This design comes from an exercise in tuning for small area, a short achievable clock period and few clock cycles per item on the open sky130 flow, not from production work.
At most, simulation tests tie the RTL to the original design; equivalence was not proved.
Power and IR drop assume default switching activity.

// tomasulo_core
module tomasulo_core (
  input  logic                             clk,
  input  logic                             rst,
  input  logic                             instr_req,
  input  logic [tomasulo_pkg::instr_w-1:0] instr,
  input  logic [tomasulo_pkg::reg_w-1:0]   dbg_addr,
  output logic                             instr_ack,
  output logic [tomasulo_pkg::data_w-1:0]  dbg_data,
  output logic                             dbg_busy,
  output logic                             wb_valid,
  output logic [tomasulo_pkg::reg_w-1:0]   wb_dest,
  output logic [tomasulo_pkg::data_w-1:0]  wb_data
);
Size in the first run: ~2,000 cells after synthesis, ~400 flip-flops, ~88 I/O pins.
==> flow/config.mk <==
export PLATFORM = sky130hd
export DESIGN_NAME = tomasulo_core
export DESIGN_NICKNAME = tomasulo_core
export VERILOG_FILES = /design/flow/design.v
export SDC_FILE = /design/flow/constraint.sdc
export NUM_CORES = 4
export LEC_CHECK = 0
export CAP_MARGIN = 20
export CORE_MARGIN = 2
export CORE_UTILIZATION = 55
export SETUP_SLACK_MARGIN = 4.0
export SLEW_MARGIN = 20
export BUFFER_PORTS_ARGS = -buffer_cell sky130_fd_sc_hd__buf_2
==> flow/constraint.sdc <==
create_clock -name core_clock -period 9.0 [get_ports {clk}]
set_input_delay 1.8000 -clock core_clock [delete_from_list [all_inputs] [get_ports {clk}]]
set_output_delay 1.8000 -clock core_clock [all_outputs]
set_load 0.01 [all_outputs]
standard.sh (not shown) runs the stock make flow with config.mk's settings and CLKGATE_MAP_FILE= SYNTH_SCRIPT=/design/flow/synth_recipe.tcl, a recipe that flattens the netlist after the stock synthesis.
==> flow/flow/run.sh <==
#!/bin/bash
# Own layout flow: the standard flow, run whole through standard.sh
# (so synthesis is the standard one), with one change to placement: the
# buffers that global placement puts on every input and output port are
# sky130_fd_sc_hd__buf_2 cells rather than the resizer's default pick.
set -euo pipefail
cp standard.sh standard_sh.log
echo "export BUFFER_PORTS_ARGS = -buffer_cell sky130_fd_sc_hd__buf_2" >> config.mk
cp config.mk config_mk.log
bash standard.sh > standard.log 2>&1
Then changed:
- CTS_BUF_LIST: default -> sky130_fd_sc_hd__clkbuf_16
- CTS_CLUSTER_DIAMETER: default -> 120
- CTS_CLUSTER_SIZE: default -> 24
- SETUP_SLACK_MARGIN: 4.0 -> 4.5
- design area rose by 3.3%
- synthesized cell count does not change
- flip-flop and latch count does not change
- non-clock buffer count went up by 73
- wire length came out higher by 6.5%
Then changed:
==> flow/run.sh (new file) <==
#!/bin/bash
# synth_recipe.tcl (not shown) runs the flow's synth.tcl, then flattens the netlist and writes it again
# the make line also repeats each setting of config.mk as NAME=value (left out here)
make -C /OpenROAD-flow-scripts/flow DESIGN_CONFIG=/design/flow/config.mk WORK_HOME=/design/flow/orfs CLKGATE_MAP_FILE= SYNTH_SCRIPT=/design/flow/synth_recipe.tcl finish
- BUFFER_PORTS_ARGS: -buffer_cell sky130_fd_sc_hd__buf_2 -> default
- CTS_BUF_LIST: sky130_fd_sc_hd__clkbuf_16 -> default
- CTS_CLUSTER_DIAMETER: 120 -> default
- CTS_CLUSTER_SIZE: 24 -> default
- SETUP_SLACK_MARGIN: 4.5 -> 4.0
removed: flow/flow/run.sh
removed: flow/standard.sh
Result: The new run produced a clean layout; sequential cell count stays the same; setup slack loses 160 ps; non-clock buffer count went down by 70; cell area went down by 1.8%; die area does not change; total power went up by 7.5%; global-route usage went down by 1.0 points; critical path depth went down by 1.
Then changed:
- CTS_BUF_LIST: default -> sky130_fd_sc_hd__clkbuf_16
- CTS_CLUSTER_DIAMETER: default -> 120
- CTS_CLUSTER_SIZE: default -> 24
Result: The changed run produced a clean layout. Hold slack gains 4.4 ps. Utilization went down by 1.6 points. First-iteration DRC count falls by 3.4%. Die area does not change. Setup slack got worse by 36 ps. Cell area fell by 2.6%. Critical path depth climbs by 1. Cell count is lower by 1.4%. Area after synthesis does not change. Wire length rises by 0.61%.
No functional check of the RTL was part of any run of this note.

========
== exp/delta ==
Another version of the RTL of tomasulo_core (not shown whole).
Size in the first run: about 2200 cells after synthesis, roughly 360 flip-flops, ~25000 µm² of cells after synthesis.
## tomasulo_core
module tomasulo_core (
  input  logic                             clk,
  input  logic                             rst,
  input  logic                             instr_req,
  input  logic [tomasulo_pkg::instr_w-1:0] instr,
  input  logic [tomasulo_pkg::reg_w-1:0]   dbg_addr,
  output logic                             instr_ack,
  output logic [tomasulo_pkg::data_w-1:0]  dbg_data,
  output logic                             dbg_busy,
  output logic                             wb_valid,
  output logic [tomasulo_pkg::reg_w-1:0]   wb_dest,
  output logic [tomasulo_pkg::data_w-1:0]  wb_data
);
make LEC_CHECK=0 CAP_MARGIN=20 CORE_MARGIN=2 CORE_UTILIZATION=55 SETUP_SLACK_MARGIN=2.5 SLEW_MARGIN=20 finish   # period 9.0 ns
run.sh (not shown) runs the stock make flow with config.mk's settings and CLKGATE_MAP_FILE= SYNTH_SCRIPT=/design/flow/synth_recipe.tcl, a recipe that flattens the netlist after the stock synthesis.
Stock flow here: none of the scripts above is used.
Modified inputs, exp/pepper compared to exp/delta
# exp/delta
export LEC_CHECK = 0
export CAP_MARGIN = 20
export CORE_MARGIN = 2
export CORE_UTILIZATION = 55
export SETUP_SLACK_MARGIN = 2.5
export SLEW_MARGIN = 20
create_clock -name core_clock -period 9.0 [get_ports {clk}]
# exp/pepper
export LEC_CHECK = 0
export ABC_CLOCK_PERIOD_IN_PS = 4000
export CAP_MARGIN = 20
export CORE_MARGIN = 2
export CORE_UTILIZATION = 55
export SETUP_SLACK_MARGIN = 4.0
export SLEW_MARGIN = 20
create_clock -name core_clock -period 9.0 [get_ports {clk}]
Findings:
- exp/pepper: PASS, flow complete, no timing, DRC or antenna violations
- exp/delta → exp/pepper: via total after detailed routing +7.8%, worst-case hold slack ~0 delta.
- Changes observed in exp/pepper relative to exp/delta: post-cts sizing count up 297, sequential group power flat, critical path depth up 4.
- Compared with exp/delta, exp/pepper shows a higher pin slew with the least headroom to its limit.
- As of exp/pepper, total power had risen by a few percent compared to exp/delta.
- Non-clock inverter instance count of the final layout came out exactly the same in exp/pepper and exp/delta.
- Static leakage: exp/pepper vs exp/delta up about 14%
- Share of post-route cells with drive strength above 1 | exp/pepper above exp/delta
#### Input delta (exp/umber over exp/pepper)
# exp/pepper
export LEC_CHECK = 0
export ABC_CLOCK_PERIOD_IN_PS = 4000
export CAP_MARGIN = 20
export CORE_MARGIN = 2
export CORE_UTILIZATION = 55
export SETUP_SLACK_MARGIN = 4.0
export SLEW_MARGIN = 20
create_clock -name core_clock -period 9.0 [get_ports {clk}]
# exp/umber
export LEC_CHECK = 0
export CAP_MARGIN = 20
export CORE_MARGIN = 2
export CORE_UTILIZATION = 55
export SETUP_SLACK_MARGIN = 3.3
export SLEW_MARGIN = 20
create_clock -name core_clock -period 9.0 [get_ports {clk}]
==> summary.txt <==
Compared with exp/pepper, number of fill cells in exp/umber increased by a few percent.
From exp/pepper to exp/umber, starting utilization of the core area did not move at all.
Between exp/pepper and exp/umber, the flow reports via count decreasing by a few percent.
NOTE: count of non-CTS buffers in the layout in exp/umber falls short of that of exp/pepper
Diff exp/umber and exp/pepper: sequential share of cell area higher in exp/umber
Compared exp/umber vs exp/pepper, and first-pass GRT wire length is down in exp/umber.
The sequential share of power of exp/umber exceeds that of exp/pepper by 0.7 points.
The count of cell instances traversed by the critical path in exp/umber was lower than what exp/pepper gave.
Function was not checked in any run of this note: the RTL went through the layout flow alone.

========
tomasulo_core, a different RTL version from the one above (not shown whole).
Size in the first run: ~2100 cells after synthesis, about 88 I/O pins, about 0.025 mm2 of cells after synthesis.
Settings: LEC_CHECK=0, CAP_MARGIN=20, CORE_MARGIN=2, CORE_UTILIZATION=55, CTS_BUF_LIST=sky130_fd_sc_hd__clkbuf_16, CTS_CLUSTER_DIAMETER=120, CTS_CLUSTER_SIZE=24, SETUP_SLACK_MARGIN=4.0, SLEW_MARGIN=20, BUFFER_PORTS_ARGS=-buffer_cell sky130_fd_sc_hd__buf_2; clock period 9.0 ns.
standard.sh (not shown) runs the stock make flow with config.mk's settings and CLKGATE_MAP_FILE= SYNTH_SCRIPT=/design/flow/synth_recipe.tcl, a recipe that flattens the netlist after the stock synthesis.
==> flow/flow/run.sh <==
#!/bin/bash
# Own layout flow: the standard flow, run whole through standard.sh
# (so synthesis is the standard one), with one change to placement: the
# buffers that global placement puts on every input and output port are
# sky130_fd_sc_hd__buf_2 cells rather than the resizer's default pick.
set -euo pipefail
cp standard.sh standard_sh.log
echo "export BUFFER_PORTS_ARGS = -buffer_cell sky130_fd_sc_hd__buf_2" >> config.mk
cp config.mk config_mk.log
bash standard.sh > standard.log 2>&1
The starting point finished clean.
Next try:
Settings changed: SETUP_SLACK_MARGIN 4.0 to 4.5.
- The new run finished clean
- sequential cell count does not change
- cell area goes up by 5.6%
- clock skew goes up by 0.010 ns
- combinational power goes up by 7.0%
No run of this note included a check of the RTL's function; only the layout flow was run.

========
tomasulo_core, a different RTL version from the one above (not shown whole).
Size: roughly 380 flip-flops, roughly 0.026 mm² of cells after synthesis.
==> flow/config.mk <==
export PLATFORM = sky130hd
export DESIGN_NAME = tomasulo_core
export DESIGN_NICKNAME = tomasulo_core
export VERILOG_FILES = /design/flow/design.v
export SDC_FILE = /design/flow/constraint.sdc
export NUM_CORES = 4
export LEC_CHECK = 0
export CAP_MARGIN = 20
export CORE_MARGIN = 2
export CORE_UTILIZATION = 55
export CTS_BUF_LIST = sky130_fd_sc_hd__clkbuf_16
export CTS_CLUSTER_DIAMETER = 120
export CTS_CLUSTER_SIZE = 24
export SETUP_SLACK_MARGIN = 4.5
export SLEW_MARGIN = 20
export BUFFER_PORTS_ARGS = -buffer_cell sky130_fd_sc_hd__buf_2
==> flow/constraint.sdc <==
create_clock -name core_clock -period 9.0 [get_ports {clk}]
set_input_delay 1.8000 -clock core_clock [delete_from_list [all_inputs] [get_ports {clk}]]
set_output_delay 1.8000 -clock core_clock [all_outputs]
set_load 0.01 [all_outputs]
Scripts as last shown in full above: flow/flow/run.sh
The baseline completed with no timing, DRC or antenna violations.
Testbench counts at the start, summed over its fixed seeds: cycles 9,877, instrs 4,800.
Change:
==> flow/run.sh (new file) <==
#!/bin/bash
# synth_recipe.tcl (not shown) runs the flow's synth.tcl, then flattens the netlist and writes it again
# the make line also repeats each setting of config.mk as NAME=value (left out here)
make -C /OpenROAD-flow-scripts/flow DESIGN_CONFIG=/design/flow/config.mk WORK_HOME=/design/flow/orfs CLKGATE_MAP_FILE= SYNTH_SCRIPT=/design/flow/synth_recipe.tcl finish
- BUFFER_PORTS_ARGS: -buffer_cell sky130_fd_sc_hd__buf_2 -> not set
- CTS_BUF_LIST: sky130_fd_sc_hd__clkbuf_16 -> not set
- CTS_CLUSTER_DIAMETER: 120 -> not set
- CTS_CLUSTER_SIZE: 24 -> not set
- SETUP_SLACK_MARGIN: 4.5 -> 3.0
removed: flow/flow/run.sh
removed: flow/standard.sh
Worst setup slack is worse by 0.95 ns.
Core utilization decreases by 7.1 points.
Clock-buffer cell count increases by 35.
First-iteration DRC count decreases by 20%.
Non-clock buffer count decreases by 215.
Change:
- CTS_BUF_LIST: not set -> sky130_fd_sc_hd__clkbuf_8
- CTS_CLUSTER_SIZE: not set -> 24
- SETUP_SLACK_MARGIN: 3.0 -> 4.0
What happened: Via count rises by 4.5%; power rises by 2.6%; area after synthesis is unchanged; clock power falls by about 4%; routed wire length rises by 6.8%; global-route usage rises by 2.3 points; worst hold slack gets worse by 0.0069 ns; non-clock buffer count rises by 68; setup slack gets better by 0.79 ns; critical path depth falls by 2; die area is unchanged.
Change:
- CTS_BUF_LIST: sky130_fd_sc_hd__clkbuf_8 -> not set
- CTS_CLUSTER_SIZE: 24 -> not set
Outcome: Synthesized cell count stays the same; power rises slightly; critical path depth rises by 2; global-route usage drops by 0.22 points; wire length goes down slightly.

========
== maple ==
tomasulo_core, a different RTL version from the one above (not shown whole).
Size: about 2,200 cells after synthesis, roughly 88 I/O pins.
## tomasulo_core
module tomasulo_core (
  input  logic                             clk,
  input  logic                             rst,
  input  logic                             instr_req,
  input  logic [tomasulo_pkg::instr_w-1:0] instr,
  input  logic [tomasulo_pkg::reg_w-1:0]   dbg_addr,
  output logic                             instr_ack,
  output logic [tomasulo_pkg::data_w-1:0]  dbg_data,
  output logic                             dbg_busy,
  output logic                             wb_valid,
  output logic [tomasulo_pkg::reg_w-1:0]   wb_dest,
  output logic [tomasulo_pkg::data_w-1:0]  wb_data
);
export LEC_CHECK = 0
export CAP_MARGIN = 20
export CORE_MARGIN = 2
export CORE_UTILIZATION = 55
export CTS_BUF_LIST = sky130_fd_sc_hd__clkbuf_16
export CTS_CLUSTER_DIAMETER = 120
export CTS_CLUSTER_SIZE = 24
export SETUP_SLACK_MARGIN = 5.0
export SLEW_MARGIN = 20
export BUFFER_PORTS_ARGS = -buffer_cell sky130_fd_sc_hd__buf_2
create_clock -name core_clock -period 9.0 [get_ports {clk}]
==> flow/flow/run.sh <==
#!/bin/bash
# Own layout flow: the standard flow, run whole through standard.sh
# (so synthesis is the standard one), with one change to placement: the
# buffers that global placement puts on every input and output port are
# sky130_fd_sc_hd__buf_2 cells rather than the resizer's default pick.
set -euo pipefail
cp standard.sh standard_sh.log
echo "export BUFFER_PORTS_ARGS = -buffer_cell sky130_fd_sc_hd__buf_2" >> config.mk
cp config.mk config_mk.log
bash standard.sh > standard.log 2>&1
Testbench counts of maple, summed over its fixed seeds: cycles 10,091, instrs 4,800.
## Diff of input files: xenon against maple
Settings: a change of SETUP_SLACK_MARGIN from 5.0 to 4.5.
Notes after the runs:
xenon: flow completed, timing, DRC and antenna clean
Setup WNS maple -> xenon: worse
Compared xenon against maple; fmax within noise.
Diff maple -> xenon | final instance count without filler cells | down by a few percent
Routed wire in xenon totals less than in maple.
Against maple, the final cell area of xenon is lower.
Taking maple as the reference, in xenon vertical die dimension about even, met3 usage in global routing rose 0.54 points, total design power decreased by 10% relative to the old numbers.
Changes in amber relative to xenon:
Settings: RECOVER_POWER now 100, previously not set.
--- a/flow/flow/run.sh
+++ b/flow/flow/run.sh
@@ -3,3 +3,5 @@
-# (so synthesis is the standard one), with one change to placement: the
-# buffers that global placement puts on every input and output port are
-# sky130_fd_sc_hd__buf_2 cells rather than the resizer's default pick.
+# (so synthesis is the standard one), with two changes: the buffers that
+# global placement puts on every input and output port are
+# sky130_fd_sc_hd__buf_2 cells rather than the resizer's default pick, and
+# global routing ends with ORFS's power recovery (downsizing of gates off
+# the critical paths).
@@ -8,0 +11 @@
+echo "export RECOVER_POWER = 100" >> config.mk
--- outcome ---
amber and xenon ended up with roughly the same wire length. Leakage dissipation was higher in the run labelled xenon. Number of stages on the worst setup path in amber is 2 below xenon. amber: complete, dirty (max-capacitance violations, max-slew violations). amber -> xenon: clock buffer count delta 0, exact match. Lower data required time at the worst endpoint goes to xenon over amber. amber — utilization after layout 1.7 points lower, xenon as reference. amber falls short of xenon in worst hold slack.
Here is what was changed in the inputs of ember compared with amber.
Settings: changing SETUP_SLACK_MARGIN from 4.5 to 4.7; removing RECOVER_POWER (formerly 100).
==> flow/flow/run.sh <==
#!/bin/bash
# Own layout flow: the standard flow, run whole through standard.sh
# (so synthesis is the standard one), with one change to placement: the
# buffers that global placement puts on every input and output port are
# sky130_fd_sc_hd__buf_2 cells rather than the resizer's default pick.
set -euo pipefail
cp standard.sh standard_sh.log
echo "export BUFFER_PORTS_ARGS = -buffer_cell sky130_fd_sc_hd__buf_2" >> config.mk
cp config.mk config_mk.log
bash standard.sh > standard.log 2>&1
==> comparison <==
The sole clean run among amber and ember is ember.
Layout checks on amber: not met. Flow itself completed; violations: max-capacitance violations, max-slew violations.
Taking amber as the reference, in ember number of sinks handled by clock tree synthesis roughly the same; met3 track demand over resource lower; power higher; combinational fraction of design power higher.
Summary of the comparison: final cell count is higher in ember, relative to amber.
Note that the cell area recorded for amber amounts to 0.945 times the value seen in ember.
Diff amber -> ember: number of antenna violations at the first check in global routing moved down, critical path depth moved up.
The synthesis-to-layout area growth number comes out lower for amber vs ember.
For amber, the worst setup path startpoint was rst, unlike ember, where it was dbg_addr[1].
Worst hold margin essentially unchanged between ember and amber.
After detailed routing, amber needs less wire than ember.
Setup changes, ember to lagoon
Settings: SETUP_SLACK_MARGIN changed from 4.7 to 4.0; BUFFER_PORTS_ARGS removed (was -buffer_cell sky130_fd_sc_hd__buf_2).
==> flow/run.sh (new file) <==
#!/bin/bash
# synth_recipe.tcl (not shown) runs the flow's synth.tcl, then flattens the netlist and writes it again
# the make line also repeats each setting of config.mk as NAME=value (left out here)
make -C /OpenROAD-flow-scripts/flow DESIGN_CONFIG=/design/flow/config.mk WORK_HOME=/design/flow/orfs CLKGATE_MAP_FILE= SYNTH_SCRIPT=/design/flow/synth_recipe.tcl finish
removed: flow/flow/run.sh
removed: flow/standard.sh
Findings:
- Taking ember as the reference, in lagoon final setup skew rose by 0.0057 ns, total power fell by 330 uW, design area fell by about 6%.
- sky130_fd_sc_hd__nor2_4 as the standard cell with the maximum stage delay on the critical path was reported by lagoon, and sky130_fd_sc_hd__nor4_1 by ember.
Changes in quartz relative to lagoon:
Settings: SETUP_SLACK_MARGIN: 4.0 -> 4.5; CORE_UTILIZATION: 55 -> 70; BUFFER_PORTS_ARGS: unset -> -buffer_cell sky130_fd_sc_hd__buf_2.
==> flow/flow/run.sh (new file) <==
#!/bin/bash
# Own layout flow: the standard flow, run whole through standard.sh
# (so synthesis is the standard one), with one change to placement: the
# buffers that global placement puts on every input and output port are
# sky130_fd_sc_hd__buf_2 cells rather than the resizer's default pick.
set -euo pipefail
cp standard.sh standard_sh.log
echo "export BUFFER_PORTS_ARGS = -buffer_cell sky130_fd_sc_hd__buf_2" >> config.mk
cp config.mk config_mk.log
bash standard.sh > standard.log 2>&1
==> flow/standard.sh (new file) <==
#!/bin/bash
# synth_recipe.tcl (not shown) runs the flow's synth.tcl, then flattens the netlist and writes it again
# the make line also repeats each setting of config.mk as NAME=value (left out here)
make -C /OpenROAD-flow-scripts/flow DESIGN_CONFIG=/design/flow/config.mk WORK_HOME=/design/flow/orfs CLKGATE_MAP_FILE= SYNTH_SCRIPT=/design/flow/synth_recipe.tcl "${@:-finish}"
removed: flow/run.sh
==> comparison <==
quartz reached the final stage; the timing, design-rule and antenna checks on its layout passed. Compared to lagoon, quartz has final critical delay including setup and external delays 0.20 ns lower. lagoon has lower overall power than quartz. Against lagoon, die area in quartz fell by more than 10%. Side by side, count of nets after finishing turned out higher in quartz than in lagoon. [quartz] total power per unit cell area rose about 0.75% relative to lagoon. The layout clock buffer count reported for quartz is smaller than that of lagoon by about 5%. As of quartz, wire length had risen slightly compared to lagoon. quartz — number of stages on the worst setup path 4 lower, lagoon as reference.

static timing again, ports no longer ideal:
In the flow no input, the clock included, has a driving cell. The finished layouts below were timed again as built, in two steps.
Step 1: set_driving_cell puts a clkbuf_16 on clk and a buf_2 on each other input, an assumption about the parent block.
Step 2 also shifts input and output timing later by t, the mid clock arrival at the registers, as if the neighbouring blocks saw the same clock.
Three values: ideal ports, drivers, drivers and shift; two values: the first two.
| run | t, ns | setup WS [ns] | hold slack, ns | slew at the worst register clock pin (ns) |
|---|---|---|---|---|
| the first run of note 1 | 0.642 | 3.986 / 3.829 / 3.829 | 0.515 / 0.515 / 0.515 | 0.07 / 0.07 |
| the second run of note 1 | 0.631 | 4.187 / 3.965 / 3.965 | 0.514 / 0.514 / 0.514 | 0.11 / 0.11 |
| the third run of note 1 | 0.655 | 4.029 / 3.788 / 3.710 | 0.514 / 0.514 / 0.514 | 0.07 / 0.07 |
| the fourth run of note 1 | 0.625 | 3.993 / 3.795 / 3.728 | 0.519 / 0.519 / 0.519 | 0.11 / 0.11 |
| exp/delta | 0.647 | 2.566 / 2.566 / 2.566 | 0.547 / 0.547 / 0.547 | 0.07 / 0.07 |
| exp/pepper | 0.634 | 3.249 / 3.249 / 3.249 | 0.546 / 0.546 / 0.546 | 0.07 / 0.07 |
| exp/umber | 0.654 | 3.304 / 3.299 / 3.299 | 0.519 / 0.519 / 0.519 | 0.08 / 0.08 |
| the first run of note 3 | 0.615 | 3.965 / 3.914 / 3.914 | 0.517 / 0.517 / 0.517 | 0.11 / 0.11 |
| the second run of note 3 | 0.629 | 4.124 / 3.877 / 3.877 | 0.514 / 0.514 / 0.514 | 0.11 / 0.11 |
| the first run of note 4 | 0.655 | 4.092 / 4.028 / 4.028 | 0.540 / 0.540 / 0.540 | 0.11 / 0.11 |
| the second run of note 4 | 0.651 | 3.140 / 3.101 / 3.101 | 0.541 / 0.541 / 0.541 | 0.07 / 0.07 |
| the third run of note 4 | 0.708 | 3.933 / 3.850 / 3.846 | 0.534 / 0.534 / 0.534 | 0.07 / 0.07 |
| the fourth run of note 4 | 0.665 | 3.833 / 3.725 / 3.725 | 0.533 / 0.533 / 0.533 | 0.07 / 0.07 |
| maple | 0.630 | 4.130 / 3.829 / 3.829 | 0.525 / 0.525 / 0.525 | 0.11 / 0.11 |
| xenon | 0.641 | 4.116 / 3.949 / 3.949 | 0.528 / 0.528 / 0.528 | 0.11 / 0.11 |
| amber | 0.645 | 2.604 / 2.573 / 1.984 | 0.524 / 0.524 / 0.524 | 0.11 / 0.11 |
| ember | 0.622 | 4.070 / 3.903 / 3.903 | 0.523 / 0.523 / 0.523 | 0.11 / 0.11 |
| lagoon | 0.623 | 3.878 / 3.833 / 3.610 | 0.531 / 0.531 / 0.531 | 0.12 / 0.12 |
| quartz | 0.621 | 4.080 / 3.901 / 3.901 | 0.540 / 0.540 / 0.540 | 0.11 / 0.11 |
For amber, which loses most, drivers alone change the setup slack by -0.031 ns; drivers and shift together by -0.620 ns.
